Source: an optimization exercise on an open RTL-to-GDS flow (aim: small area and a short achievable clock period). Production flows keep margins and buffers that such runs may drop.
Function was checked by simulation only, so behaviour that the tests miss may differ from the original.
Power is estimated from default activity; no workload was simulated.

File: design/flow/flow/run.sh
#!/bin/bash
# Standard layout (the standard.sh) with two changes:
#  - flow/move.tcl runs before detailed placement: each port buffer is resized
#    to a stronger buffer, each register that drives an output port (with any
#    inverter between them) is moved next to that port's output buffer, and
#    every NAND4 gate is upsized to the 2x drive;
#    detailed placement then legalises them as usual.
#  - clock tree synthesis clusters up to 25 sinks within 100 um per leaf buffer
#    and inserts no dummy loads.
set -euo pipefail
W=$(pwd)
bash standard.sh \
  PRE_DETAIL_PLACE_TCL="$W/flow/move.tcl" \
  "CTS_ARGS=-sink_clustering_enable -repair_clock_nets -sink_clustering_size 25 -sink_clustering_max_diameter 100 -dont_use_dummy_load" \
  finish > "$W/standard_flow.log" 2>&1
File: design/flow/flow/move.tcl
# Runs inside ORFS detail_place.tcl (PRE_DETAIL_PLACE_TCL hook), design loaded.
# 1. Resize every port buffer (input and output) to a stronger buffer.
# 2. Move each flip-flop that drives an output port (directly or through
#    buffers/inverters) and the cells between them onto the output buffer's
#    location; detailed placement then legalises them.
# 3. Upsize NAND4 gates (see below).
proc driver_inst {net} {
  foreach it [$net getITerms] {
    if {[$it isOutputSignal]} { return [$it getInst] }
  }
  return ""
}
proc input_net {inst} {
  foreach it [$inst getITerms] {
    if {[$it isInputSignal] && [$it getNet] ne "NULL"} { return [$it getNet] }
  }
  return ""
}
set db [ord::get_db]
set block [ord::get_db_block]
set in_buf [$db findMaster sky130_fd_sc_hd__buf_8]
set out_buf [$db findMaster sky130_fd_sc_hd__buf_6]
set moved 0
set sized 0
foreach bterm [$block getBTerms] {
  set net [$bterm getNet]
  if {$net eq "NULL"} { continue }
  if {[$net getSigType] eq "CLOCK"} { continue }
  if {[$bterm getIoType] eq "INPUT"} {
    set loads {}
    foreach it [$net getITerms] { lappend loads [$it getInst] }
    if {[llength $loads] == 1} {
      set b [lindex $loads 0]
      if {[string match "*__buf_*" [[$b getMaster] getName]] || [string match "*dlybuf*" [[$b getMaster] getName]] || [string match "*dlygate*" [[$b getMaster] getName]]} {
        $b swapMaster $in_buf
        incr sized
      }
    }
    continue
  }
  if {[$bterm getIoType] ne "OUTPUT"} { continue }
  set obuf [driver_inst $net]
  if {$obuf eq ""} { continue }
  set oname [[$obuf getMaster] getName]
  if {[string match "*__buf_*" $oname] || [string match "*dlybuf*" $oname] || [string match "*dlygate*" $oname]} {
    $obuf swapMaster $out_buf
    incr sized
  }
  lassign [$obuf getLocation] x y
  set inst $obuf
  set chain {}
  for {set k 0} {$k < 4} {incr k} {
    set n [input_net $inst]
    if {$n eq ""} { break }
    set d [driver_inst $n]
    if {$d eq ""} { break }
    set mname [[$d getMaster] getName]
    if {[string match "*__df*" $mname]} {
      foreach c $chain { $c setLocation $x $y }
      $d setLocation $x $y
      incr moved
      puts "move: [$d getName] ($mname) -> $x $y for [$bterm getName] via [llength $chain] cells"
      break
    }
    if {![string match "*buf*" $mname] && ![string match "*inv*" $mname]} { break }
    lappend chain $d
    set inst $d
  }
}
puts "move: resized $sized port buffers, moved $moved output flip-flops"

# 3. The read port's NAND4 gates drive the longest wires of the read path
#    (from each group of words to the bit's final OR): use the 2x drive size.
set n4 [$db findMaster sky130_fd_sc_hd__nand4_2]
set up 0
foreach inst [$block getInsts] {
  if {[[$inst getMaster] getName] eq "sky130_fd_sc_hd__nand4_1"} {
    $inst swapMaster $n4
    incr up
  }
}
puts "move: upsized $up NAND4 gates"
File: design/flow/standard.sh
#!/bin/bash
# synth_recipe.tcl (not shown) runs the flow's synth.tcl, then flattens the netlist and writes it again
# the make line also repeats each setting of config.mk as NAME=value (left out here)
make -C /OpenROAD-flow-scripts/flow DESIGN_CONFIG=/design/flow/config.mk WORK_HOME=/design/flow/orfs CLKGATE_MAP_FILE= SYNTH_SCRIPT=/design/flow/synth_recipe.tcl "${@:-finish}"
File: design/flow/config.mk
export PLATFORM = sky130hd
export DESIGN_NAME = sync_fifo
export DESIGN_NICKNAME = sync_fifo
export VERILOG_FILES = /design/flow/design.v
export SDC_FILE = /design/flow/constraint.sdc
export NUM_CORES = 4
export LEC_CHECK = 0
export CAP_MARGIN = 20
export CORE_MARGIN = 2
export CORE_UTILIZATION = 55
export SETUP_SLACK_MARGIN = 2.35
export SLEW_MARGIN = 20
export SYNTH_HIERARCHICAL = 1
export SYNTH_MINIMUM_KEEP_SIZE = 0
export TNS_END_PERCENT = 10
File: design/flow/constraint.sdc
create_clock -name core_clock -period 4.5 [get_ports {clk}]
set_input_delay 0.9000 -clock core_clock [delete_from_list [all_inputs] [get_ports {clk}]]
set_output_delay 0.9000 -clock core_clock [all_outputs]
set_load 0.01 [all_outputs]
File: design/flow/design.v
package sync_fifo_pkg;
    localparam int DEF_WIDTH = 32;
    localparam int DEF_DEPTH = 64;
    localparam int PTR_ADDR_W = 32;
    typedef struct packed {
        logic                  wrap;
        logic [PTR_ADDR_W-1:0] addr;
    } fifo_ptr_t;
    function automatic int clog2(input int unsigned n);
        int r;
        r = 0;
        for (int i = 0; i < 32; i++) begin
            if (((n - 32'd1) >> i) != 32'd0) begin
                r = i + 1;
            end
        end
        clog2 = r;
    endfunction
    function automatic fifo_ptr_t ptr_inc(input fifo_ptr_t p, input int unsigned depth);
        fifo_ptr_t n;
        n = p;
        if (p.addr == (depth - 32'd1)) begin
            n.addr = '0;
            n.wrap = ~p.wrap;
        end else begin
            n.addr = p.addr + 32'd1;
        end
        ptr_inc = n;
    endfunction
endpackage
module sync_fifo_ram #(
    parameter int WIDTH = 32,
    parameter int DEPTH = 64,
    parameter int LO    = 8,
    parameter int HI    = 8
) (
    input  logic             clk_i,
    input  logic             rst_i,
    input  logic             we_i,
    input  logic [HI-1:0]    whi_i,
    input  logic [LO-1:0]    wlo_i,
    input  logic [WIDTH-1:0] wdata_i,
    input  logic             re_i,
    input  logic [DEPTH-1:0] rsel_i,
    output logic [WIDTH-1:0] rdata_o
);
    logic [WIDTH-1:0] mem_q [DEPTH];
    logic [WIDTH-1:0] rmux;
    logic [WIDTH-1:0] rdata_q;
    for (genvar i = 0; i < DEPTH; i++) begin : g_word
        always_ff @(posedge clk_i) begin
            if (we_i && whi_i[i / LO] && wlo_i[i % LO]) begin
                mem_q[i] <= wdata_i;
            end
        end
    end
    localparam int GW = 8;
    localparam int NG = DEPTH / GW;
    logic [WIDTH-1:0] grp [NG];
    for (genvar g = 0; g < NG; g++) begin : g_rgrp
        logic [GW*WIDTH-1:0] words;
        for (genvar k = 0; k < GW; k++) begin : g_w
            assign words[k*WIDTH +: WIDTH] = mem_q[g*GW + k];
        end
        sync_fifo_rgrp #(
            .WIDTH (WIDTH),
            .N     (GW)
        ) u_rgrp (
            .sel_i   (rsel_i[g*GW +: GW]),
            .words_i (words),
            .or_o    (grp[g])
        );
    end
    logic [NG*WIDTH-1:0] grp_flat;
    for (genvar g = 0; g < NG; g++) begin : g_flat
        assign grp_flat[g*WIDTH +: WIDTH] = grp[g];
    end
    always_ff @(posedge clk_i or posedge rst_i) begin
        if (rst_i) begin
            rdata_q <= '0;
        end else if (re_i) begin
            rdata_q <= rmux;
        end
    end
    sync_fifo_ror #(
        .WIDTH (WIDTH),
        .N     (NG)
    ) u_ror (
        .grp_i (grp_flat),
        .or_o  (rmux)
    );
    assign rdata_o = rdata_q;
endmodule
module sync_fifo_rgrp #(
    parameter int WIDTH = 32,
    parameter int N     = 8
) (
    input  logic [N-1:0]       sel_i,
    input  logic [N*WIDTH-1:0] words_i,
    output logic [WIDTH-1:0]   or_o
);
    for (genvar b = 0; b < WIDTH; b++) begin : g_bit
        logic [N-1:0] col;
        for (genvar k = 0; k < N; k++) begin : g_k
            assign col[k] = words_i[k*WIDTH + b];
        end
        assign or_o[b] = |(col & sel_i);
    end
endmodule
module sync_fifo_ror #(
    parameter int WIDTH = 32,
    parameter int N     = 8
) (
    input  logic [N*WIDTH-1:0] grp_i,
    output logic [WIDTH-1:0]   or_o
);
    for (genvar b = 0; b < WIDTH; b++) begin : g_bit
        logic [N/2-1:0] pair_n;
        for (genvar k = 0; k < N / 2; k++) begin : g_pair
            sync_fifo_nor2 u_nor (
                .a_i (grp_i[(2*k)*WIDTH + b]),
                .b_i (grp_i[(2*k+1)*WIDTH + b]),
                .y_o (pair_n[k])
            );
        end
        sync_fifo_nand4 u_nand (
            .a_i (pair_n),
            .y_o (or_o[b])
        );
    end
endmodule
module sync_fifo_nor2 (
    input  logic a_i,
    input  logic b_i,
    output logic y_o
);
    assign y_o = ~(a_i | b_i);
endmodule
module sync_fifo_nand4 (
    input  logic [3:0] a_i,
    output logic       y_o
);
    assign y_o = ~(&a_i);
endmodule
module sync_fifo #(
    parameter int WIDTH     = sync_fifo_pkg::DEF_WIDTH,
    parameter int DEPTH     = sync_fifo_pkg::DEF_DEPTH,
    parameter int AFULL_TH  = DEPTH - 4,
    parameter int AEMPTY_TH = 4
) (
    input  logic                       clk,
    input  logic                       m_rst,
    input  logic                       w_valid,
    input  logic [WIDTH-1:0]           w_data,
    output logic                       w_ready,
    input  logic                       r_valid,
    output logic [WIDTH-1:0]           r_data,
    output logic                       r_data_valid,
    output logic                       full,
    output logic                       empty,
    output logic                       almost_full,
    output logic                       almost_empty,
    output logic [sync_fifo_pkg::clog2(DEPTH):0]      level,
    output logic                       overflow,
    output logic                       underflow
);
    localparam int AW = sync_fifo_pkg::clog2(DEPTH);
    localparam int LO = 1 << (AW / 2);
    localparam int HI = DEPTH / LO;
    logic [LO-1:0] wr_lo_q;
    logic [HI-1:0] wr_hi_q;
    logic [HI-1:0] wr_hi_ok_q;
    logic [HI-1:0] wr_hi_d;
    logic          full_d;
    logic [DEPTH-1:0] rd_sel_q;
    logic [AW:0]   level_q;
    logic          full_q;
    logic          nempty_q;
    logic          afull_q;
    logic          naempty_q;
    logic          overflow_q;
    logic          underflow_q;
    logic          rvalid_q;
    logic          wr_acc;
    logic          rd_acc;
    logic          inc;
    logic          dec;
    logic [AW:0]   level_p1;
    logic [AW:0]   level_m1;
    assign wr_acc = w_valid && !full_q;
    assign rd_acc = r_valid && nempty_q;
    assign inc    = wr_acc && !rd_acc;
    assign dec    = rd_acc && !wr_acc;
    assign level_p1 = level_q + 1'b1;
    assign level_m1 = level_q - 1'b1;
    assign wr_hi_d = (wr_acc && wr_lo_q[LO-1]) ? {wr_hi_q[HI-2:0], wr_hi_q[HI-1]} : wr_hi_q;
    assign full_d  = inc ? (level_p1 == (AW + 1)'(DEPTH)) : (dec ? 1'b0 : full_q);
    always_ff @(posedge clk or posedge m_rst) begin
        if (m_rst) begin
            wr_lo_q     <= LO'(1);
            wr_hi_q     <= HI'(1);
            wr_hi_ok_q  <= HI'(1);
            rd_sel_q    <= DEPTH'(1);
            level_q     <= '0;
            full_q      <= 1'b0;
            nempty_q    <= 1'b0;
            afull_q     <= 1'b0;
            naempty_q   <= 1'b0;
            overflow_q  <= 1'b0;
            underflow_q <= 1'b0;
            rvalid_q    <= 1'b0;
        end else begin
            if (wr_acc) wr_lo_q <= {wr_lo_q[LO-2:0], wr_lo_q[LO-1]};
            wr_hi_q    <= wr_hi_d;
            wr_hi_ok_q <= full_d ? '0 : wr_hi_d;
            full_q     <= full_d;
            if (rd_acc) rd_sel_q <= {rd_sel_q[DEPTH-2:0], rd_sel_q[DEPTH-1]};
            if (inc) begin
                level_q  <= level_p1;
                nempty_q <= 1'b1;
                afull_q  <= (level_p1 >= (AW + 1)'(AFULL_TH));
                naempty_q <= !(level_p1 <= (AW + 1)'(AEMPTY_TH));
            end else if (dec) begin
                level_q  <= level_m1;
                nempty_q <= (level_m1 != '0);
                afull_q  <= (level_m1 >= (AW + 1)'(AFULL_TH));
                naempty_q <= !(level_m1 <= (AW + 1)'(AEMPTY_TH));
            end
            overflow_q  <= w_valid && full_q;
            underflow_q <= r_valid && !nempty_q;
            rvalid_q    <= rd_acc;
        end
    end
    sync_fifo_ram #(
        .WIDTH (WIDTH),
        .DEPTH (DEPTH),
        .LO    (LO),
        .HI    (HI)
    ) u_ram (
        .clk_i   (clk),
        .rst_i   (m_rst),
        .we_i    (w_valid),
        .whi_i   (wr_hi_ok_q),
        .wlo_i   (wr_lo_q),
        .wdata_i (w_data),
        .re_i    (rd_acc),
        .rsel_i  (rd_sel_q),
        .rdata_o (r_data)
    );
    assign w_ready      = !full_q;
    assign full         = full_q;
    assign empty        = !nempty_q;
    assign level        = level_q;
    assign almost_full  = afull_q;
    assign almost_empty = !naempty_q;
    assign overflow     = overflow_q;
    assign underflow    = underflow_q;
    assign r_data_valid = rvalid_q;
endmodule
==> flow_metrics.tcl, run 1 <==
set metrics [dict create \
    grt_overflow_total 0 \
    worst_slew_pin_slew_ns 1.077 \
    dpl_cell_area_um2 83510 \
    min_period_ns 2.425 \
    grt_max_degree 65 \
    die_w_um 382.5 \
    clk_pin_slew_worst_paths_ns 0.10 \
    path_max_fanout 25 \
    fin_util_pct 61.23 \
    async_flop_share_pct 6.141 \
    synth-seq-area-share_pct 82.33 \
    clk_latency_ns 0.75 \
    clock-sinks 2182 \
    seq_area_um2 64920 \
    endpoint_kind "flip-flop" \
    cp_slowest_cell "dfrtp_1" \
    p_int_mw 26.45 \
    synth_area_per_cell_um2 19.05 \
    start_util_pct 55.50 \
    setup_violations 0 \
    fp-row-count 138 \
    skew_ns 0.06105 \
    ant_nets 0 \
    port_buffers 82 \
    firstDrtPassIters 8 \
    wire_per_inst_um 35.61 \
    netlist_area_um2 78780 \
    cts_max_level 3 \
    setup_ws_ns 2.075 \
    fmax_mhz 412.3 \
    grt_usage_pct 29.62 \
    final-instance-count-excl-fill 6109 \
    synth_cells 4136 \
    ys_warn_count 11 \
    routed_wl_um 217500 \
    drive_gt1_share_pct 23.01 \
    dp_slack_ns 1.752 \
    cp_cell_sequence "buf_4 > a22oi_1 > nand4_2 > nor2_1 > nand4_2 > mux2_4" \
    via_count 41650 \
    viasPerCell 6.818 \
    multi_input_area_um2 15090 \
    placed_cells 5989 \
    grt_pass1_vias 39300 \
    max-slew-margin-rel_pct 28.22 \
    critPathMaxStageDelay_ns 0.51 \
    slew_violations 0 \
    synth-edff-count 2048 \
    outcome "no timing/DRC/antenna violations" \
    cts_buffers 97 \
    cts-root-buf "clkbuf_16" \
    synthFlopType "edfxtp_1" \
    fillers 10030 \
    place.gp.congestion 0.9383 \
    dpl.hpwl_um 139200 \
    finalHoldViolCount 0 \
    hp-class "input pin to asynchronous set/reset pin" \
    fin_area_um2 86910 \
    cp.arrival_ns 3.03 \
    rsz0062_at_grt "true" \
    power_density_nw_per_um2 382.7 \
    switching_share_pct 20.46 \
    synth.net_count 4177 \
    drtIter0Drc 5742 \
    synth_cell_types 54 \
    route.detailed.drc 0 \
    cts_hold_buf 0 \
    cp_common_cell "nand4_2" \
    leakagePower_nw 26.44 \
    max-cap-violations 0 \
    antenna_found_initial 9 \
    design.core.area_um2 141900 \
    worstPathRequired_ns 5.10 \
    fin_tns_setup_ns 0 \
    areaGrowthSynthToFinish_pct 10.32 \
    nNetsFinal 4258 \
    vdd.ir_drop.worst_v 0.0003876 \
    period_share_pct 53.89 \
    critPathKind "flip-flop to flip-flop" \
    power_frac_seq_pct 66.9 \
    grt_pass1_wl_um 303100 \
    dieArea_um2 146300 \
    clkPwrFrac_pct 29.2 \
    yosys_register_bits 2182 \
    ios 83 \
    clockBufferDepth 3 \
    cts_tree "built" \
    die_h_um 382.5 \
    p_switching_mw 6.805 \
    combPwrFrac_pct 3.9 \
    r2r_cells 6 \
    cp-start-kind "flip-flop" \
]
[power by group through the flow]
stage / combinational (mW) / sequential [mW] / clock [mW]
detailed placement: 1.11 / 22.8 / 0
floorplan: 0.462 / 22.7 / 0
global placement: 1.02 / 22.8 / 0
global route: 1.37 / 22.2 / 10.4
finish: 1.31 / 22.2 / 9.71
CTS: 1.29 / 22.2 / 9.79
[timing repair]
action,4_1_cts,5_1_grt
gates resized for setup,245,5
buffers inserted,18,1
endpoints found under the setup margin,2078,1755
pin swaps,10,0
[registers in the layout (all words and copies together), names as in the netlist]
name,cells
naempty_q,1
u_ram.rdata_q,32
afull_q,1
wr_hi_q,8
overflow_q,1
underflow_q,1
level_q,7
rvalid_q,1
wr_hi_ok_q,8
nempty_q,1
u_ram.mem_q,2048
rd_sel_q,64
wr_lo_q,8
full_q,1
[layout by cell type, fill, tap and decap left out, types with 42 or more instances in the layout]
master / netlist / layout
a22oi_1: 1026 / 982
a22oi_2: 0 / 44
and3_2: 0 / 56
buf_4: 3 / 104
buf_6: 50 / 53
clkbuf_16: 0 / 97
dfrtp_1: 130 / 85
dfrtp_2: 0 / 42
edfxtp_1: 2048 / 2048
mux2_2: 74 / 74
nand4_2: 0 / 288
nor2_2: 0 / 57
nor2_4: 0 / 43
[synth_stat cells (all sizes together) (3+ instances only)]
cell type	instances	area share [%]
a21oi	5	0.032
and3	68	0.55
o21ai	5	0.032
xor2	8	0.089
ha	5	0.079
nor4	3	0.040
buf	207	1.8
clkbuf	10	0.059
dfstp	4	0.13
xnor2	4	0.044
inv	11	0.052
mux2	104	1.6
a22oi	1026	9.8
nand2	31	0.16
edfxtp	2048	78
dfrtp	130	4.1
nand3	3	0.019
nor2	138	0.66
nor2b	11	0.10
nand4	288	2.3
[final cells by class]
class,count,area share [%]
Antenna cell,4,0.01152
Multi-Input combinational cell,1726,17.36
Inverter,11,0.06335
Sequential cell,2182,74.70
Timing Repair Buffer,199,2.351
Tap cell,1890,2.721
Clock buffer,97,2.793
[worst max-delay path: cells and delay by family (launching register included)]
family                 cells  cell delay (ns)
and+or+nand+nor            3             0.78
DFF                        1             0.51
AOI/OAI and AO/OA          1             0.37
muxes                      1             0.34
buffers and inverters      1             0.30
[modules after synthesis, one instance, submodules excluded, excerpt]
module | area (um^2) | flops+latches | times used | cells inside
sync_fifo | 4263 | 102 | 1 | 316
sync_fifo_nand4 | 6.256 | 0 | 32 | 1
sync_fifo_nor2 | 3.754 | 0 | 128 | 1
[kinds of logic (layout without fill, tap and decap cells)]
family | Yosys count | after routing | synth area share [%]
other cells | 0 | 4 | 0
flops | 2182 | 2182 | 82.33
mux | 105 | 105 | 1.642
xor+xnor | 12 | 12 | 0.1334
buf+inv | 228 | 307 | 1.890
compound gates | 1048 | 1048 | 9.987
simple gates | 556 | 556 | 3.937
fa+ha+maj | 5 | 5 | 0.07941
[worst paths after layout]
check	from	slack, ns	end
worst max-delay path	rd_sel_q[15]	2.07	u_ram.rdata_q[19]
worst min-delay path	m_rst	0.27	rd_sel_q[48]
worst max register to register	rd_sel_q[15]	2.07	u_ram.rdata_q[19]
worst min register to register	rd_sel_q[44]	0.51	rd_sel_q[44]
max in group asynchronous	m_rst	3.29	level_q[0]
min in group core_clock	r_valid	0.42	underflow_q
[stage by stage]
step | hold slack, ns | power, mW
2_1_floorplan | 0.4758 | 23.18
3_3_place_gp | 0.4892 | 23.82
3_5_place_dp | 0.4953 | 23.91
4_1_cts | 0.2496 | 33.32
5_1_grt | 0.2676 | 34.04
6_report | 0.2707 | 33.26
[layer usage]
metal  part of all wire, %  GRT usage [%]
met1                    42          44.93
met2                    46          44.42
met3                   9.7          5.655
met4                   3.1          8.071
met5                0.0051              0
==> run 2, diff against run 1 <==
--- a/design/flow/config.mk
+++ b/design/flow/config.mk
@@ -9,5 +9,5 @@
 export CORE_MARGIN = 2
 export CORE_UTILIZATION = 55
-export SETUP_SLACK_MARGIN = 2.35
+export SETUP_SLACK_MARGIN = 2.8
 export SLEW_MARGIN = 20
 export SYNTH_HIERARCHICAL = 1
==> flow_metrics.tcl, run 2 <==
set metrics [dict create \
    outcome "no timing/DRC/antenna violations" \
    synth_compound_area_share_pct 9.987 \
    synth_xor_area_share_pct 0.1334 \
    synth_area_per_cell_um2 19.05 \
    leakagePower_nw 27.64 \
    grt_pass1_wl_um 307800 \
    fillers 9621 \
    wire_per_inst_um 35.64 \
    cts_buffers 97 \
    p_int_mw 26.51 \
    r2r_cells 6 \
    clk_latency_ns 0.76 \
    cts-root-buf "clkbuf_16" \
    layout_commonest_cell "edfxtp_1" \
    grt_pass1_vias 40160 \
    port_buffers 82 \
    synthFlopType "edfxtp_1" \
    synth.net_count 4177 \
    cts_max_level 3 \
    yosys-top-cells-count "2048 x edfxtp_1, 1026 x a22oi_1, 288 x nand4_1" \
    drive_gt1_share_pct 31.43 \
    use_met2_pct 47.58 \
    clkPwrFrac_pct 29.1 \
    grt_max_degree 65 \
    drtIter0Drc 5305 \
    dp_slack_ns 1.464 \
    cts_tree "built" \
    async_flop_share_pct 6.141 \
    rsz0062_at_grt "true" \
    design.core.area_um2 141900 \
    grt_most_used_layer "met2" \
    antenna_found_initial 18 \
    dieArea_um2 146300 \
    worstPathRequired_ns 3.60 \
    yosysMostFrequentCell "edfxtp_1" \
    viasPerCell 6.797 \
    path_max_fanout 4 \
    route.detailed.drc 0 \
    setup_violations 0 \
    clock-sinks 2182 \
    fin_tns_setup_ns 0 \
    clk_pin_slew_worst_paths_ns 0.10 \
    synth_cell_types 54 \
    max-cap-violations 0 \
    period_share_pct 51.16 \
    firstDrtPassIters 6 \
    ios 83 \
    largest_reg_flops 2048 \
    synth-seq-area-share_pct 82.33 \
    ant_nets 0 \
    clockBufferDepth 3 \
    p_switching_mw 6.819 \
    worst_slew_pin_slew_ns 0.9467 \
    max-slew-margin-rel_pct 36.89 \
    nNetsFinal 4393 \
    die_h_um 382.5 \
    combPwrFrac_pct 4.2 \
    synth_top_family_by_area "compound AO/OA/AOI/OAI gates" \
    place.gp.congestion 0.9062 \
    critPathKind "flip-flop to output pin" \
    fmax_mhz 434.4 \
    synth_mux_area_share_pct 1.642 \
    synth_top_area_cell "edfxtp_1" \
    finalHoldViolCount 0 \
    netlist_area_um2 78780 \
    routed_wl_um 222700 \
    cp-start-kind "flip-flop" \
    cp.arrival_ns 1.40 \
    synth-edff-count 2048 \
    synth_cells 4136 \
    slew_violations 0 \
    use_met1_pct 43.51 \
    grt_overflow_total 0 \
    yosysTopAreaCellShare_pct 78.07 \
    grt_usage_pct 29.97 \
    via_count 42470 \
    synth_area_leaders "edfxtp_1 78%, a22oi_1 9.8%, dfrtp_1 4.1%" \
    endpoint_kind "output pin" \
    power_frac_seq_pct 66.7 \
    grtUsageMet3_pct 5.823 \
    ys_warn_count 11 \
    fp-row-count 138 \
    synth_adder_area_share_pct 0.07941 \
    dpl.hpwl_um 133100 \
    areaGrowthSynthToFinish_pct 14.99 \
    power_density_nw_per_um2 367.9 \
    switching_share_pct 20.46 \
    layout_common_cells "2048 x edfxtp_1, 777 x a22oi_1, 249 x a22oi_2" \
    yosys_register_bits 2182 \
    skew_ns 0.06434 \
    synthSimpleGateAreaFrac_pct 3.937 \
    top_register "u_ram.mem_q" \
    start_util_pct 55.50 \
    top_regs "u_ram.mem_q: 2048 flops, rd_sel_q: 64 flops, u_ram.rdata_q: 32 flops" \
    vdd.ir_drop.worst_v 0.0003720 \
    die_w_um 382.5 \
    hp-class "input pin to asynchronous set/reset pin" \
    min_period_ns 2.302 \
    setup_ws_ns 2.198 \
]
-- run 2: cell counts after synthesis --
Identical to the previous run, type by type.
-- run 2: cell families after synthesis --
group,count (synthesis)
compound gates,1048
xor+xnor,12
fa+ha+maj,5
buf+inv,228
flops,2182
mux,105
simple gates,556
-- run 2: layout make-up --
class                           instances  area [um^2]  share of cell area (%)
Sequential cell                      2182        64990                   71.75
Multi-Input combinational cell       1740        17260                   19.05
Timing Repair Buffer                  320         3463                   3.823
Clock buffer                           97         2427                   2.680
Tap cell                             1890         2365                   2.611
Inverter                               11        57.56                 0.06354
Antenna cell                            9        22.52                 0.02486
-- run 2: stage by stage --
stage | hold WS, ns | cell area [um^2] | total power, mW | utilization (%) | std cells
floorplan | 0.4754 | 78970 | 23.18 | - | 4136
global placement | 0.4887 | 81290 | 23.79 | 57.28 | 5992
detailed placement | 0.4952 | 83490 | 23.85 | 58.83 | 5992
finish | 0.2848 | 90590 | 33.33 | 63.82 | 6249
global route | 0.2866 | 90560 | 34.08 | 63.81 | 6240
CTS | 0.2628 | 90120 | 33.23 | 63.49 | 6198
-- run 2: routing by layer --
layer  share of wire, %  vias to the layer above
li1                   -                    17680
met2                 48                     1898
met5              0.018                        -
met3                9.1                      280
met1                 41                    22620
met4                2.5                        6
-- run 2: per-module statistics from Yosys, one instance, submodules excluded, excerpt --
| module | copies in the design | cells | cell area [um^2] | flops+latches |
|---|---|---|---|---|
| sync_fifo | 1 | 316 | 4263 | 102 |
| sync_fifo_nand4 | 32 | 1 | 6.256 | 0 |
| sync_fifo_nor2 | 128 | 1 | 3.754 | 0 |
-- run 2: repair_timing --
action,CTS,global route
hold buffers,0,0
gates cloned,17,7
pin swaps,218,13
setup buffers,92,35
resized for setup,718,39
setup endpoints to repair,2183,1926
-- run 2: power groups by stage --
stage / sequential [mW] / clock [mW] / combinational, mW
global route: 22.2 / 10.4 / 1.45
global placement: 22.8 / 0 / 1.00
CTS: 22.2 / 9.76 / 1.24
finish: 22.2 / 9.69 / 1.39
detailed placement: 22.8 / 0 / 1.07
floorplan: 22.7 / 0 / 0.464
-- run 2: worst paths after layout --
check | start | endpoint | slack, ns
setup / recovery | full_q | w_ready | 2.20
hold / removal | m_rst | rd_sel_q[50] | 0.28
setup reg to reg | rd_sel_q[47] | u_ram.rdata_q[22] | 2.25
hold reg to reg | nempty_q | underflow_q | 0.51
max in group asynchronous | m_rst | rd_sel_q[16] | 3.20
min in group core_clock | w_data[14] | u_ram.mem_q[35][14] | 0.39
-- run 2: critical path, stage by stage (launching register included) --
cell	delay, ns
dfrtp_2	0.46
inv_4	0.08
buf_6	0.10
==> run 3, diff against run 2 <==
--- a/design/flow/config.mk
+++ b/design/flow/config.mk
@@ -9,5 +9,5 @@
 export CORE_MARGIN = 2
 export CORE_UTILIZATION = 55
-export SETUP_SLACK_MARGIN = 2.8
+export SETUP_SLACK_MARGIN = 2.5
 export SLEW_MARGIN = 20
 export SYNTH_HIERARCHICAL = 1
==> flow_metrics.tcl, run 3 <==
set metrics [dict create \
    path_max_fanout 3 \
    yosys_register_bits 2182 \
    yosysTopAreaCellShare_pct 78.07 \
    dieArea_um2 146300 \
    finalHoldViolCount 0 \
    layout_common_cells "2048 x edfxtp_1, 848 x a22oi_1, 272 x nand4_2" \
    ant_nets 0 \
    design.core.area_um2 141900 \
    clockBufferDepth 3 \
    top_register "u_ram.mem_q" \
    netlist_area_um2 78780 \
    skew_ns 0.04521 \
    grt_pass1_wl_um 309100 \
    synth-edff-count 2048 \
    clk_pin_slew_worst_paths_ns 0.10 \
    critPathKind "flip-flop to output pin" \
    layout_commonest_cell "edfxtp_1" \
    cp_slowest_cell "dfrtp_2" \
    firstDrtPassIters 6 \
    max-slew-margin-rel_pct 27.95 \
    placed_cells 5998 \
    min_period_ns 2.250 \
    setup_ws_ns 2.250 \
    rsz0062_at_grt "true" \
    cts_hold_buf 0 \
    grt_max_degree 67 \
    antenna_found_initial 14 \
    grt_pass1_vias 40210 \
    max-cap-violations 0 \
    outcome "no timing/DRC/antenna violations" \
    power_density_nw_per_um2 374.0 \
    hp-class "input pin to asynchronous set/reset pin" \
    synth_area_leaders "edfxtp_1 78%, a22oi_1 9.8%, dfrtp_1 4.1%" \
    setup_violations 0 \
    cts_tree "built" \
    synth_area_per_cell_um2 19.05 \
    ios 83 \
    nNetsFinal 4360 \
    dpl.hpwl_um 134500 \
    worstPathRequired_ns 3.60 \
    synth-seq-area-share_pct 82.33 \
    yosys-top-cells-count "2048 x edfxtp_1, 1026 x a22oi_1, 288 x nand4_1" \
    cp.arrival_ns 1.35 \
    worst_slew_pin_slew_ns 1.081 \
    p_total_mw 33.41 \
    cp_top_family "flip-flops" \
    start_util_pct 55.50 \
    synth_cell_types 54 \
    synth_cells 4136 \
    yosysMostFrequentCell "edfxtp_1" \
    endpoint_kind "output pin" \
    dp_slack_ns 1.763 \
    routed_wl_um 221200 \
    grt_usage_pct 29.93 \
    drive_gt1_share_pct 28.79 \
    final-instance-count-excl-fill 6208 \
    fin_tns_setup_ns 0 \
    areaGrowthSynthToFinish_pct 13.39 \
    port_buffers 82 \
    grt_overflow_total 0 \
    cp-start-kind "flip-flop" \
    crit_buf_inv 2 \
    period_share_pct 49.99 \
    hold_slack_ns 0.2838 \
    fp-row-count 138 \
    die_h_um 382.5 \
    ys_warn_count 11 \
    place.gp.congestion 0.8892 \
    cts_max_level 3 \
    slew_violations 0 \
    via_count 42160 \
    vdd.ir_drop.worst_v 0.0003863 \
    clock-sinks 2182 \
    critPathMaxStageDelay_ns 0.46 \
    wire_per_inst_um 35.64 \
    fmax_mhz 444.5 \
    die_w_um 382.5 \
    top_regs "u_ram.mem_q: 2048 flops, rd_sel_q: 64 flops, u_ram.rdata_q: 32 flops" \
    largest_reg_flops 2048 \
    cts_buffers 97 \
    cts-root-buf "clkbuf_16" \
    viasPerCell 6.792 \
    leakagePower_nw 27.19 \
    cp_cell_sequence "inv_4 > buf_6" \
    synth.net_count 4177 \
    synth_top_area_cell "edfxtp_1" \
    clk_latency_ns 0.74 \
    drtIter0Drc 5334 \
    route.detailed.drc 0 \
    async_flop_share_pct 6.141 \
    synthFlopType "edfxtp_1" \
]
-- run 3: final timing paths --
check | startpoint | cells past startpoint | slack (ns) | end
worst max-delay path | full_q | 2 | 2.25 | w_ready
worst max register to register | wr_lo_q[4] | 1 | 2.29 | u_ram.mem_q[4][24]
max in group asynchronous | m_rst | 3 | 3.06 | rd_sel_q[1]
worst min register to register | rd_sel_q[26] | 1 | 0.52 | rd_sel_q[26]
worst min-delay path | m_rst | 3 | 0.28 | u_ram.rdata_q[3]
min in group core_clock | r_valid | 2 | 0.46 | underflow_q
-- run 3: tightest hold or removal path, stage by stage --
cell and delay, ns:
buf_8 0.10, clkinv_1 0.04, buf_4 0.46
-- run 3: power by group --
part | switching, mW | total [mW] | internal, mW
combinational | 0.979 | 1.45 | 0.471
clock | 5.85 | 9.72 | 3.86
sequential | 0.0457 | 22.2 | 22.2
total | 6.88 | 33.4 | 26.5
-- run 3: area by class of cell --
class | instances | area [um^2]
Timing Repair Buffer | 300 | 3027
Inverter | 11 | 61.31
Antenna cell | 1 | 2.502
Multi-Input combinational cell | 1727 | 16460
Fill cell | 9897 | 52610
Tap cell | 1890 | 2365
Clock buffer | 97 | 2427
Sequential cell | 2182 | 64980
-- run 3: modules after synthesis (local to each module, per instance), excerpt --
module | copies in the design | flip-flops and latches | cells
sync_fifo_nand4 | 32 | 0 | 1
sync_fifo_nor2 | 128 | 0 | 1
sync_fifo | 1 | 102 | 316
-- run 3: cells by family after synthesis --
kind of cell | share of synthesized area, %
flops | 82.33
simple gates | 3.937
mux | 1.642
xor+xnor | 0.1334
buf+inv | 1.890
compound gates | 9.987
fa+ha+maj | 0.07941
-- run 3: metal layers --
layer / up-vias / track usage (%) / share of wire (%) / routed length (um)
li1: 17550 / - / - / -
met1: 22410 / 43.41 / 41 / 90040
met2: 1890 / 47.94 / 48 / 107200
met3: 297 / 4.622 / 8.0 / 17750
met4: 12 / 7.962 / 2.8 / 6192
met5: - / 0 / 0.036 / 80
-- run 3: through the flow --
step	util (%)	instance area, um^2
after floorplan	-	78950
after global placement	57.31	81340
after detailed placement	58.86	83540
after CTS	62.65	88910
after global routing	62.93	89320
final	62.93	89320
-- run 3: what timing repair did --
item                                     CTS  global route
setup buffers                             74            36
gates resized for setup                  572            32
endpoints found under the setup margin  2185          1415
cloned                                     1             1
pin swaps                                115            20
endpoints found under the hold margin      0             0
==> run 4, diff against run 3 <==
--- a/design/flow/flow/run.sh
+++ b/design/flow/flow/run.sh
@@ -4,5 +4,5 @@
 #    to a stronger buffer, each register that drives an output port (with any
 #    inverter between them) is moved next to that port's output buffer, and
-#    every NAND4 gate is upsized to the 2x drive;
+#    every NAND4 gate that drives a long net is upsized;
 #    detailed placement then legalises them as usual.
 #  - clock tree synthesis clusters up to 25 sinks within 100 um per leaf buffer
--- a/design/flow/flow/move.tcl
+++ b/design/flow/flow/move.tcl
@@ -4,5 +4,5 @@
 #    buffers/inverters) and the cells between them onto the output buffer's
 #    location; detailed placement then legalises them.
-# 3. Upsize NAND4 gates (see below).
+# 3. Upsize NAND4 gates that drive long nets (see below).
 proc driver_inst {net} {
   foreach it [$net getITerms] {
@@ -71,12 +71,34 @@
 
 # 3. The read port's NAND4 gates drive the longest wires of the read path
-#    (from each group of words to the bit's final OR): use the 2x drive size.
-set n4 [$db findMaster sky130_fd_sc_hd__nand4_2]
-set up 0
+#    (from each group of words to the bit's final OR): size each NAND4 by the
+#    span of the net it drives in the global placement (half-perimeter of the
+#    pins' bounding box): 2x drive above 40 um, 4x drive above 120 um.
+set n4_2 [$db findMaster sky130_fd_sc_hd__nand4_2]
+set n4_4 [$db findMaster sky130_fd_sc_hd__nand4_4]
+set up2 0
+set up4 0
 foreach inst [$block getInsts] {
-  if {[[$inst getMaster] getName] eq "sky130_fd_sc_hd__nand4_1"} {
-    $inst swapMaster $n4
-    incr up
+  if {[[$inst getMaster] getName] ne "sky130_fd_sc_hd__nand4_1"} { continue }
+  set onet ""
+  foreach it [$inst getITerms] { if {[$it isOutputSignal]} { set onet [$it getNet] } }
+  if {$onet eq "" || $onet eq "NULL"} { continue }
+  lassign [$inst getLocation] x0 y0
+  set x1 $x0
+  set y1 $y0
+  foreach it [$onet getITerms] {
+    lassign [[$it getInst] getLocation] x y
+    if {$x < $x0} { set x0 $x }
+    if {$x > $x1} { set x1 $x }
+    if {$y < $y0} { set y0 $y }
+    if {$y > $y1} { set y1 $y }
+  }
+  set hpwl [expr {($x1 - $x0 + $y1 - $y0) / double([$block getDbUnitsPerMicron])}]
+  if {$hpwl > 120} {
+    $inst swapMaster $n4_4
+    incr up4
+  } elseif {$hpwl > 40} {
+    $inst swapMaster $n4_2
+    incr up2
   }
 }
-puts "move: upsized $up NAND4 gates"
+puts "move: upsized NAND4 gates: $up2 to 2x, $up4 to 4x"
--- a/design/flow/config.mk
+++ b/design/flow/config.mk
@@ -8,5 +8,5 @@
 export CAP_MARGIN = 20
 export CORE_MARGIN = 2
-export CORE_UTILIZATION = 55
+export CORE_UTILIZATION = 60
 export SETUP_SLACK_MARGIN = 2.5
 export SLEW_MARGIN = 20
==> flow_metrics.tcl, run 4 <==
set metrics [dict create \
    async_flop_share_pct 6.141 \
    start_util_pct 60.61 \
    ys_warn_count 11 \
    cts_max_level 3 \
    p_total_mw 33.12 \
    top_regs "u_ram.mem_q: 2048 flops, rd_sel_q: 64 flops, u_ram.rdata_q: 32 flops" \
    fin_area_um2 87470 \
    place.gp.congestion 0.8963 \
    regToRegEndpoint "u_ram.mem_q[2][6]" \
    routed_wl_um 215800 \
    design.core.area_um2 130000 \
    r2r_cells 1 \
    top_layer "met5" \
    layout_commonest_cell "edfxtp_1" \
    rsz0062_at_grt "true" \
    grt_usage_pct 32.06 \
    grt_max_degree 65 \
    setup_violations 0 \
    yosysTopAreaCellShare_pct 78.07 \
    synth.net_count 4177 \
    synth_cells 4136 \
    largest_reg_flops 2048 \
    clk_latency_ns 0.72 \
    viasPerCell 6.982 \
    synth-seq-area-share_pct 82.33 \
    grt_overflow_total 0 \
    drive_gt1_share_pct 22.81 \
    grt_pass1_vias 39210 \
    crit_path_end "u_ram.mem_q[2][6]" \
    period_share_pct 52.74 \
    clk_pin_slew_worst_paths_ns 0.09 \
    synth_top_area_cell "edfxtp_1" \
    top_register "u_ram.mem_q" \
    fillers 8497 \
    cp.depth 1 \
    areaGrowthSynthToFinish_pct 11.03 \
    wirelength_met1_um 89010 \
    crit_buf_inv 0 \
    rrSetupSlack_ns 2.13 \
    cts_tree "built" \
    dpl.hpwl_um 133600 \
    cts-root-buf "clkbuf_16" \
    hp-class "input pin to asynchronous set/reset pin" \
    route.met2.wl_um 99830 \
    fmax_mhz 421.4 \
    vdd.ir_drop.worst_v 0.0004010 \
    yosysMostFrequentCell "edfxtp_1" \
    grt_pass1_wl_um 302800 \
    dp_slack_ns 1.680 \
    via_count 41890 \
    clockBufferDepth 3 \
    leakagePower_nw 26.92 \
    max-cap-violations 0 \
    dieArea_um2 134200 \
    wl_met3_um 20680 \
    cp_slowest_cell "dfrtp_1" \
    cts_buffers 97 \
    die_w_um 366.3 \
    max-slew-margin-rel_pct 24.34 \
    cp_cell_sequence "and3_2" \
    cp.arrival_ns 2.74 \
    setup_ws_ns 2.127 \
    synth_cell_types 54 \
    critPathLaunch "wr_lo_q[2]" \
    path_max_fanout 32 \
    synth_area_per_cell_um2 19.05 \
    synth-edff-count 2048 \
    fin_tns_setup_ns 0 \
    outcome "no timing/DRC/antenna violations" \
    fin_util_pct 67.29 \
    yosys_register_bits 2182 \
    clock-sinks 2182 \
    wire_per_inst_um 35.96 \
    ios 83 \
    synth_area_leaders "edfxtp_1 78%, a22oi_1 9.8%, dfrtp_1 4.1%" \
    route.detailed.drc 0 \
    power_density_nw_per_um2 378.7 \
    endpoint_kind "flip-flop" \
    netlist_area_um2 78780 \
    port_buffers 82 \
    antenna_found_initial 16 \
    ant_nets 0 \
    worstPathRequired_ns 4.87 \
    layout_common_cells "2048 x edfxtp_1, 891 x a22oi_1, 161 x nand4_1" \
    skew_ns 0.04371 \
    slew_violations 0 \
    min_period_ns 2.373 \
    nNetsFinal 4296 \
    yosys-top-cells-count "2048 x edfxtp_1, 1026 x a22oi_1, 288 x nand4_1" \
    critPathKind "flip-flop to flip-flop" \
    fp-row-count 132 \
    finalHoldViolCount 0 \
    reg2reg_from "wr_lo_q[2]" \
    firstDrtPassIters 6 \
    drtIter0Drc 5911 \
    cp_top_family "flip-flops" \
    cp-start-kind "flip-flop" \
    dpl_cell_area_um2 82790 \
    synthFlopType "edfxtp_1" \
    worst_slew_pin_slew_ns 1.135 \
    critPathMaxStageDelay_ns 1.10 \
    die_h_um 366.3 \
]
## run 4: through the flow
step                      hold WS (ns)  instances
after floorplan                 0.4754       4136
after global placement          0.4895       5841
after detailed placement        0.4953       5841
after CTS                       0.3559       5992
after global routing            0.3655       5995
final                           0.3433       5999
## run 4: power by group
part / switching, mW / internal (mW)
registers: 0.0506 / 22.2
clock network: 5.76 / 3.86
logic: 0.881 / 0.374
## run 4: cell type report
| type | instances | area, um^2 | share of cell area [%] |
|---|---|---|---|
| flip-flops and latches | 2182 | 64980 | 74.29 |
| multi-input cells | 1726 | 15420 | 17.63 |
| clock buffers | 97 | 2427 | 2.775 |
| repair buffers | 237 | 2401 | 2.745 |
| well taps | 1742 | 2180 | 2.492 |
| inverters | 11 | 53.80 | 0.06151 |
| diodes | 4 | 10.01 | 0.01144 |
## run 4: worst min-delay path by stage
| stage | to | slack, ns | cells after the start |
|---|---|---|---|
| 6_report | rd_sel_q[45] | 0.34 | 2 |
| 2_1_floorplan | wr_lo_q[0] | 0.48 | 2 |
| 5_1_grt | rd_sel_q[45] | 0.37 | 2 |
| 4_1_cts | rd_sel_q[4] | 0.36 | 2 |
| 3_5_place_dp | rd_sel_q[59] | 0.50 | 1 |
| 3_3_place_gp | rd_sel_q[59] | 0.49 | 1 |
## run 4: what timing repair did
action	CTS	global route
endpoints found under the setup margin	2137	1397
hold buffers	0	0
endpoints found under the hold margin	0	0
gates resized for setup	472	12
setup buffers	54	3
pin swaps	53	0
## run 4: layer usage
metal	GRT usage [%]	vias up
li1	-	17440
met1	49.35	22170
met2	48.69	2021
met3	5.152	252
met4	8.128	4
met5	0	-
## run 4: kinds of logic (layout without fill, tap and decap cells)
| kind of cell | Yosys count | after routing | share of synthesized area [%] |
|---|---|---|---|
| flip-flops | 2182 | 2182 | 82.33 |
| adder cells (fa/ha/maj) | 5 | 5 | 0.07941 |
| multiplexers | 105 | 105 | 1.642 |
| AND/OR/NAND/NOR | 556 | 556 | 3.937 |
| XOR/XNOR | 12 | 12 | 0.1334 |
| AO/OA/AOI/OAI | 1048 | 1048 | 9.987 |
| other | 0 | 4 | 0 |
| buffers and inverters | 228 | 345 | 1.890 |
## run 4: Yosys stat by module (local to each module, per instance), excerpt
module           flip-flops and latches  area (um^2)
sync_fifo_nor2                        0        3.754
sync_fifo                           102         4263
sync_fifo_nand4                       0        6.256
==> run 5, diff against run 4 <==
--- a/design/flow/config.mk
+++ b/design/flow/config.mk
@@ -8,5 +8,5 @@
 export CAP_MARGIN = 20
 export CORE_MARGIN = 2
-export CORE_UTILIZATION = 60
+export CORE_UTILIZATION = 55
 export SETUP_SLACK_MARGIN = 2.5
 export SLEW_MARGIN = 20
==> flow_metrics.tcl, run 5 <==
set metrics [dict create \
    yosys-top-cells-count "2048 x edfxtp_1, 1026 x a22oi_1, 288 x nand4_1" \
    place.gp.congestion 0.8892 \
    areaGrowthSynthToFinish_pct 12.57 \
    cts_buffers 97 \
    cp.arrival_ns 1.35 \
    cp-start-kind "flip-flop" \
    grt_max_degree 67 \
    largest_reg_flops 2048 \
    synth_area_leaders "edfxtp_1 78%, a22oi_1 9.8%, dfrtp_1 4.1%" \
    via_count 42100 \
    grt_overflow_total 0 \
    synth.net_count 4177 \
    drtIter0Drc 5594 \
    finalHoldViolCount 0 \
    layout_commonest_cell "edfxtp_1" \
    critPathKind "flip-flop to output pin" \
    worst_slew_pin_slew_ns 1.063 \
    design.core.area_um2 141900 \
    cp_slowest_cell "dfrtp_2" \
    dpl.hpwl_um 133700 \
    rrSetupSlack_ns 2.29 \
    critPathLaunch "full_q" \
    ant_nets 0 \
    cp_cell_sequence "inv_4 > buf_6" \
    top_register "u_ram.mem_q" \
    clk_latency_ns 0.75 \
    hp-class "input pin to asynchronous set/reset pin" \
    max-cap-violations 0 \
    vdd.ir_drop.worst_v 0.0003828 \
    cts-root-buf "clkbuf_16" \
    worstPathRequired_ns 3.60 \
    start_util_pct 55.50 \
    viasPerCell 6.770 \
    synth_cells 4136 \
    top_regs "u_ram.mem_q: 2048 flops, rd_sel_q: 64 flops, u_ram.rdata_q: 32 flops" \
    power_density_nw_per_um2 375.4 \
    cts_max_level 3 \
    wire_per_inst_um 35.51 \
    grt_pass1_vias 39990 \
    skew_ns 0.04621 \
    dieArea_um2 146300 \
    switching_share_pct 20.50 \
    grt_usage_pct 29.88 \
    fin_tns_setup_ns 0 \
    clk_pin_slew_worst_paths_ns 0.10 \
    max-slew-margin-rel_pct 29.12 \
    antenna_found_initial 13 \
    endpoint_kind "output pin" \
    route.detailed.drc 0 \
    synth_cell_types 54 \
    slew_violations 0 \
    synthFlopType "edfxtp_1" \
    setup_ws_ns 2.250 \
    layout_common_cells "2048 x edfxtp_1, 820 x a22oi_1, 206 x a22oi_2" \
    combPwrFrac_pct 4.1 \
    period_share_pct 50.00 \
    ys_warn_count 11 \
    synth-seq-area-share_pct 82.33 \
    cts_hold_buf 0 \
    outcome "no timing/DRC/antenna violations" \
    clockBufferDepth 3 \
    cts_tree "built" \
    ios 83 \
    nNetsFinal 4368 \
    p_switching_mw 6.825 \
    synth-edff-count 2048 \
    drive_gt1_share_pct 25.50 \
    setup_violations 0 \
    path_max_fanout 3 \
    yosys_register_bits 2182 \
    synth_area_per_cell_um2 19.05 \
    rsz0062_at_grt "true" \
    firstDrtPassIters 5 \
    clkPwrFrac_pct 29.1 \
    netlist_area_um2 78780 \
    yosysMostFrequentCell "edfxtp_1" \
    critPathMaxStageDelay_ns 0.46 \
    regToRegEndpoint "u_ram.rdata_q[31]" \
    fmax_mhz 444.4 \
    die_w_um 382.5 \
    synth_top_area_cell "edfxtp_1" \
    r2r_cells 6 \
    port_buffers 82 \
    die_h_um 382.5 \
    dp_slack_ns 1.781 \
    grt_pass1_wl_um 308000 \
    leakagePower_nw 27.33 \
    routed_wl_um 220800 \
    clock-sinks 2182 \
    async_flop_share_pct 6.141 \
    power_frac_seq_pct 66.8 \
    min_period_ns 2.250 \
    crit_path_end "w_ready" \
    yosysTopAreaCellShare_pct 78.07 \
    reg2reg_from "rd_sel_q[18]" \
    fp-row-count 138 \
    p_int_mw 26.47 \
]
## run 5: cell counts after synthesis
No cell type changed its count.
## run 5: cell type report
cell class | count | area, um^2
Sequential cell | 2182 | 64980
Inverter | 11 | 53.80
Multi-Input combinational cell | 1728 | 15680
Clock buffer | 97 | 2427
Fill cell | 9874 | 53250
Antenna cell | 3 | 7.507
Tap cell | 1890 | 2365
Timing Repair Buffer | 307 | 3171
## run 5: per-module statistics from Yosys, one instance, submodules excluded, excerpt
module | flip-flops and latches | area [um^2]
sync_fifo_nand4 | 0 | 6.256
sync_fifo_nor2 | 0 | 3.754
sync_fifo | 102 | 4263
## run 5: critical path: cells and delay by family (launching register included)
family / cells / cell delay [ns]
buf+inv: 2 / 0.17
flops: 1 / 0.46
## run 5: worst min path at each step
stage | startpoint | to | slack (ns) | cells after the start
detailed placement | rd_sel_q[48] | rd_sel_q[48] | 0.49 | 1
floorplan | wr_lo_q[0] | wr_lo_q[0] | 0.48 | 2
finish | m_rst | u_ram.rdata_q[26] | 0.31 | 3
global route | m_rst | u_ram.rdata_q[21] | 0.34 | 3
CTS | m_rst | u_ram.rdata_q[21] | 0.27 | 3
global placement | rd_sel_q[48] | rd_sel_q[48] | 0.49 | 1
## run 5: what timing repair did
action                     4_1_cts  5_1_grt
gates resized for setup        596       35
gates cloned                     3        2
setup endpoints to repair     2152      903
pin swaps                      140       15
setup buffers                   85       30
## run 5: logic make-up (layout without fill, tap and decap cells)
| logic type | after synthesis | after routing | synth area share, % |
|---|---|---|---|
| buf+inv | 228 | 415 | 1.890 |
| compound gates | 1048 | 1049 | 9.987 |
| other cells | 0 | 3 | 0 |
| mux | 105 | 105 | 1.642 |
| flops | 2182 | 2182 | 82.33 |
| fa+ha+maj | 5 | 5 | 0.07941 |
| xor+xnor | 12 | 12 | 0.1334 |
| simple gates | 556 | 557 | 3.937 |
## run 5: per-stage QoR
stage	util, %	cell area, um^2	hold slack [ns]	power, mW	cells
floorplan	-	78950	0.4754	23.18	4136
detailed placement	58.22	82630	0.4948	23.86	5998
global placement	57.31	81340	0.4899	23.79	5998
global route	62.48	88670	0.3382	34.08	6215
CTS	62.18	88250	0.2656	33.26	6183
finish	62.48	88680	0.3095	33.29	6218
## run 5: routing by layer
metal  up-vias  part of all wire, %  GRT usage [%]
li1      17570                    -              -
met5         -                0.019              0
met4         6                  2.8          7.867
met3       271                  7.8          3.946
met2      1878                   48          47.98
met1     22370                   41          43.72
## run 5: power groups by stage
stage / combinational, mW / sequential (mW) / clock (mW)
global route: 1.41 / 22.2 / 10.4
floorplan: 0.463 / 22.7 / 0
global placement: 1.01 / 22.8 / 0
CTS: 1.23 / 22.2 / 9.80
finish: 1.35 / 22.2 / 9.70
detailed placement: 1.07 / 22.8 / 0
==> run 6, diff against run 5 <==
--- a/design/flow/flow/run.sh
+++ b/design/flow/flow/run.sh
@@ -1,7 +1,7 @@
 #!/bin/bash
 # Standard layout (the standard.sh) with two changes:
-#  - flow/move.tcl runs before detailed placement: each port buffer is resized
-#    to a stronger buffer, each register that drives an output port (with any
-#    inverter between them) is moved next to that port's output buffer, and
+#  - flow/move.tcl runs before detailed placement: each port buffer is resized,
+#    each register that drives an output port (with any inverter between
+#    them) is moved next to that port's output buffer at its 4x drive, and
 #    every NAND4 gate that drives a long net is upsized;
 #    detailed placement then legalises them as usual.
--- a/design/flow/flow/move.tcl
+++ b/design/flow/flow/move.tcl
@@ -1,7 +1,8 @@
 # Runs inside ORFS detail_place.tcl (PRE_DETAIL_PLACE_TCL hook), design loaded.
-# 1. Resize every port buffer (input and output) to a stronger buffer.
+# 1. Resize every port buffer (input and output): a stronger buffer for the
+#    control inputs and the outputs, a 4x buffer for the w_data inputs.
 # 2. Move each flip-flop that drives an output port (directly or through
 #    buffers/inverters) and the cells between them onto the output buffer's
-#    location; detailed placement then legalises them.
+#    location, at its strongest drive; detailed placement then legalises them.
 # 3. Upsize NAND4 gates that drive long nets (see below).
 proc driver_inst {net} {
@@ -21,4 +22,5 @@
 set in_buf [$db findMaster sky130_fd_sc_hd__buf_8]
 set out_buf [$db findMaster sky130_fd_sc_hd__buf_6]
+set data_buf [$db findMaster sky130_fd_sc_hd__buf_4]
 set moved 0
 set sized 0
@@ -33,5 +35,10 @@
       set b [lindex $loads 0]
       if {[string match "*__buf_*" [[$b getMaster] getName]] || [string match "*dlybuf*" [[$b getMaster] getName]] || [string match "*dlygate*" [[$b getMaster] getName]]} {
-        $b swapMaster $in_buf
+        # Data inputs feed only register D pins and have slack: a smaller buffer.
+        if {[string match "w_data*" [$bterm getName]]} {
+          $b swapMaster $data_buf
+        } else {
+          $b swapMaster $in_buf
+        }
         incr sized
       }
@@ -59,4 +66,9 @@
       foreach c $chain { $c setLocation $x $y }
       $d setLocation $x $y
+      # Strongest drive of the same register type.
+      if {[regexp {^(sky130_fd_sc_hd__df[a-z]+)_[12]$} $mname -> base]} {
+        set m4 [$db findMaster ${base}_4]
+        if {$m4 ne "NULL" && $m4 ne ""} { $d swapMaster $m4 }
+      }
       incr moved
       puts "move: [$d getName] ($mname) -> $x $y for [$bterm getName] via [llength $chain] cells"
==> flow_metrics.tcl, run 6 <==
set metrics [dict create \
    outcome "no timing/DRC/antenna violations" \
    design.core.area_um2 141900 \
    via_count 42010 \
    start_util_pct 55.50 \
    yosys_register_bits 2182 \
    synth_area_per_cell_um2 19.05 \
    critPathMaxStageDelay_ns 0.97 \
    cts_max_level 3 \
    ios 83 \
    cp_slowest_cell "dfrtp_1" \
    grt_max_degree 67 \
    fp-row-count 138 \
    top_register "u_ram.mem_q" \
    viasPerCell 6.779 \
    synth_cell_types 54 \
    reg2reg_from "wr_lo_q[3]" \
    path_max_fanout 32 \
    critPathKind "flip-flop to flip-flop" \
    wire_per_inst_um 35.64 \
    routed_wl_um 220800 \
    fillers 9943 \
    ys_warn_count 11 \
    drive_gt1_share_pct 25.45 \
    ant_nets 0 \
    skew_ns 0.03697 \
    port_buffers 82 \
    fin_tns_setup_ns 0 \
    async_flop_share_pct 6.141 \
    dpl_cell_area_um2 82560 \
    synth.net_count 4177 \
    nNetsFinal 4349 \
    crit_buf_inv 0 \
    firstDrtPassIters 6 \
    synth-seq-area-share_pct 82.33 \
    yosysTopAreaCellShare_pct 78.07 \
    worstPathRequired_ns 4.84 \
    cts-root-buf "clkbuf_16" \
    worst_slew_pin_slew_ns 1.066 \
    cp-start-kind "flip-flop" \
    grt_overflow_total 0 \
    fin_area_um2 88100 \
    clk_pin_slew_worst_paths_ns 0.10 \
    cts_buffers 97 \
    cts_tree "built" \
    yosysMostFrequentCell "edfxtp_1" \
    max-cap-violations 0 \
    min_period_ns 2.360 \
    endpoint_kind "flip-flop" \
    top_regs "u_ram.mem_q: 2048 flops, rd_sel_q: 64 flops, u_ram.rdata_q: 32 flops" \
    die_h_um 382.5 \
    cts_hold_buf 0 \
    synth_top_area_cell "edfxtp_1" \
    leakagePower_nw 27.04 \
    synth_area_leaders "edfxtp_1 78%, a22oi_1 9.8%, dfrtp_1 4.1%" \
    clock-sinks 2182 \
    critPathLaunch "wr_lo_q[3]" \
    setup_violations 0 \
    dpl.hpwl_um 134200 \
    antenna_found_initial 14 \
    grt_pass1_vias 40300 \
    finalHoldViolCount 0 \
    route.detailed.drc 0 \
    grt_usage_pct 29.91 \
    wl_met3_um 17970 \
    placed_cells 5998 \
    max-slew-margin-rel_pct 28.95 \
    regToRegEndpoint "u_ram.mem_q[51][0]" \
    rsz0062_at_grt "true" \
    dieArea_um2 146300 \
    rrSetupSlack_ns 2.14 \
    largest_reg_flops 2048 \
    synth_cells 4136 \
    cp_top_family "flip-flops" \
    layout_commonest_cell "edfxtp_1" \
    grt_pass1_wl_um 308300 \
    layout_common_cells "2048 x edfxtp_1, 838 x a22oi_1, 188 x a22oi_2, 188 x buf_4, 170 x nand4_1" \
    slew_violations 0 \
    synth-edff-count 2048 \
    vdd.ir_drop.worst_v 0.0003733 \
    cp.arrival_ns 2.70 \
    final-instance-count-excl-fill 6197 \
    die_w_um 382.5 \
    route.met2.wl_um 106100 \
    fmax_mhz 423.7 \
    wirelength_met1_um 89740 \
    netlist_area_um2 78780 \
    place.gp.congestion 0.8892 \
    hp-class "input pin to asynchronous set/reset pin" \
    synthFlopType "edfxtp_1" \
    clk_latency_ns 0.75 \
    areaGrowthSynthToFinish_pct 11.84 \
    period_share_pct 52.44 \
    cp_cell_sequence "and3_2" \
    clockBufferDepth 3 \
    power_density_nw_per_um2 378.0 \
    yosys-top-cells-count "2048 x edfxtp_1, 1026 x a22oi_1, 288 x nand4_1" \
    drtIter0Drc 5686 \
    top_layer "met5" \
    r2r_cells 1 \
]
-- run 6: cells by family (layout without fill, tap and decap cells) --
logic type | Yosys count | count (layout) | share of synthesized area [%]
DFF | 2182 | 2182 | 82.33
AOI/OAI and AO/OA | 1048 | 1048 | 9.987
and+or+nand+nor | 556 | 557 | 3.937
buffers and inverters | 228 | 397 | 1.890
muxes | 105 | 105 | 1.642
xor gates and xnor gates | 12 | 12 | 0.1334
adders and majority gates | 5 | 5 | 0.07941
other | 0 | 1 | 0
-- run 6: worst max-delay path by stage --
| stage | end | depth (start not counted) |
|---|---|---|
| 3_5_place_dp | u_ram.rdata_q[13] | 6 |
| 3_3_place_gp | naempty_q | 7 |
| 6_report | u_ram.mem_q[51][0] | 1 |
| 4_1_cts | w_ready | 2 |
| 2_1_floorplan | u_ram.mem_q[13][0] | 2 |
| 5_1_grt | w_ready | 2 |
-- run 6: area by class of cell --
class | count | area (um^2) | area share [%]
Antenna cell | 1 | 2.502 | 0.002840
Multi-Input combinational cell | 1727 | 15440 | 17.52
Tap cell | 1890 | 2365 | 2.684
Clock buffer | 97 | 2427 | 2.755
Inverter | 11 | 55.05 | 0.06249
Timing Repair Buffer | 289 | 2688 | 3.051
Sequential cell | 2182 | 65130 | 73.92
-- run 6: Yosys stat by module (local to each module, per instance), a selection --
module,cells,cell area [um^2],flops+latches,times used
sync_fifo_nor2,1,3.754,0,128
sync_fifo,316,4263,102,1
sync_fifo_nand4,1,6.256,0,32
-- run 6: where the power goes --
group | total (mW) | internal [mW] | switching (mW)
combinational | 1.32 | 0.394 | 0.930
clock | 9.71 | 3.86 | 5.85
sequential | 22.3 | 22.2 | 0.0545
total | 33.3 | 26.5 | 6.83
-- run 6: metal layers --
layer	up-vias	global-route usage [%]
met5	-	0
met4	6	8.829
met3	276	4.203
met2	1897	47.74
met1	22300	43.47
li1	17530	-
-- run 6: timing repair --
item	CTS	global route
setup buffers	86	13
cloned	1	1
resized for setup	534	30
endpoints found under the hold margin	0	0
endpoints found under the setup margin	2141	1267
pin swaps	126	6
-- run 6: through the flow --
stage	power (mW)	utilization, %	hold slack [ns]	setup slack, ns
4_1_cts	33.28	61.91	0.2823	2.144
6_report	33.31	62.07	0.3025	2.140
2_1_floorplan	23.18	-	0.4754	2.196
5_1_grt	34.07	62.07	0.3362	2.153
3_3_place_gp	23.79	57.31	0.4899	1.379
3_5_place_dp	23.88	58.17	0.4948	1.791

-- re-timing with driven ports --
In the flow no input, the clock included, has a driving cell. The finished layouts below were timed again as built, in two steps.
Step 1 assumes that a clkbuf_16 drives the clock port and a buf_2 every other input.
Step 2 also shifts input and output timing later by t, the mid clock arrival at the registers, as if the neighbouring blocks saw the same clock.
a / b / c = no drivers / after step 1 / after step 2; a / b = the first two.
| run | t (ns) | slack for setup (ns) | worst register clock-pin slew, ns | worst slew at a driven data input, ns | cell pins on the clock port's net |
|---|---|---|---|---|---|
| run 1 | 0.802 | 2.075 / 2.051 / 1.717 | 0.10 / 0.10 | 0.07 | 1 |
| run 2 | 0.810 | 2.198 / 2.119 / 1.657 | 0.10 / 0.10 | 0.15 | 1 |
| run 3 | 0.808 | 2.250 / 2.164 / 1.774 | 0.11 / 0.11 | 0.09 | 1 |
| run 4 | 0.795 | 2.127 / 2.073 / 1.673 | 0.10 / 0.10 | 0.07 | 1 |
| run 5 | 0.814 | 2.250 / 2.162 / 1.674 | 0.10 / 0.10 | 0.09 | 1 |
| run 6 | 0.812 | 2.140 / 2.084 / 1.790 | 0.10 / 0.10 | 0.07 | 1 |
After both steps every run listed still meets setup and hold. For run 5, which loses most, drivers alone change the setup slack by -0.088 ns; drivers and shift together by -0.576 ns.
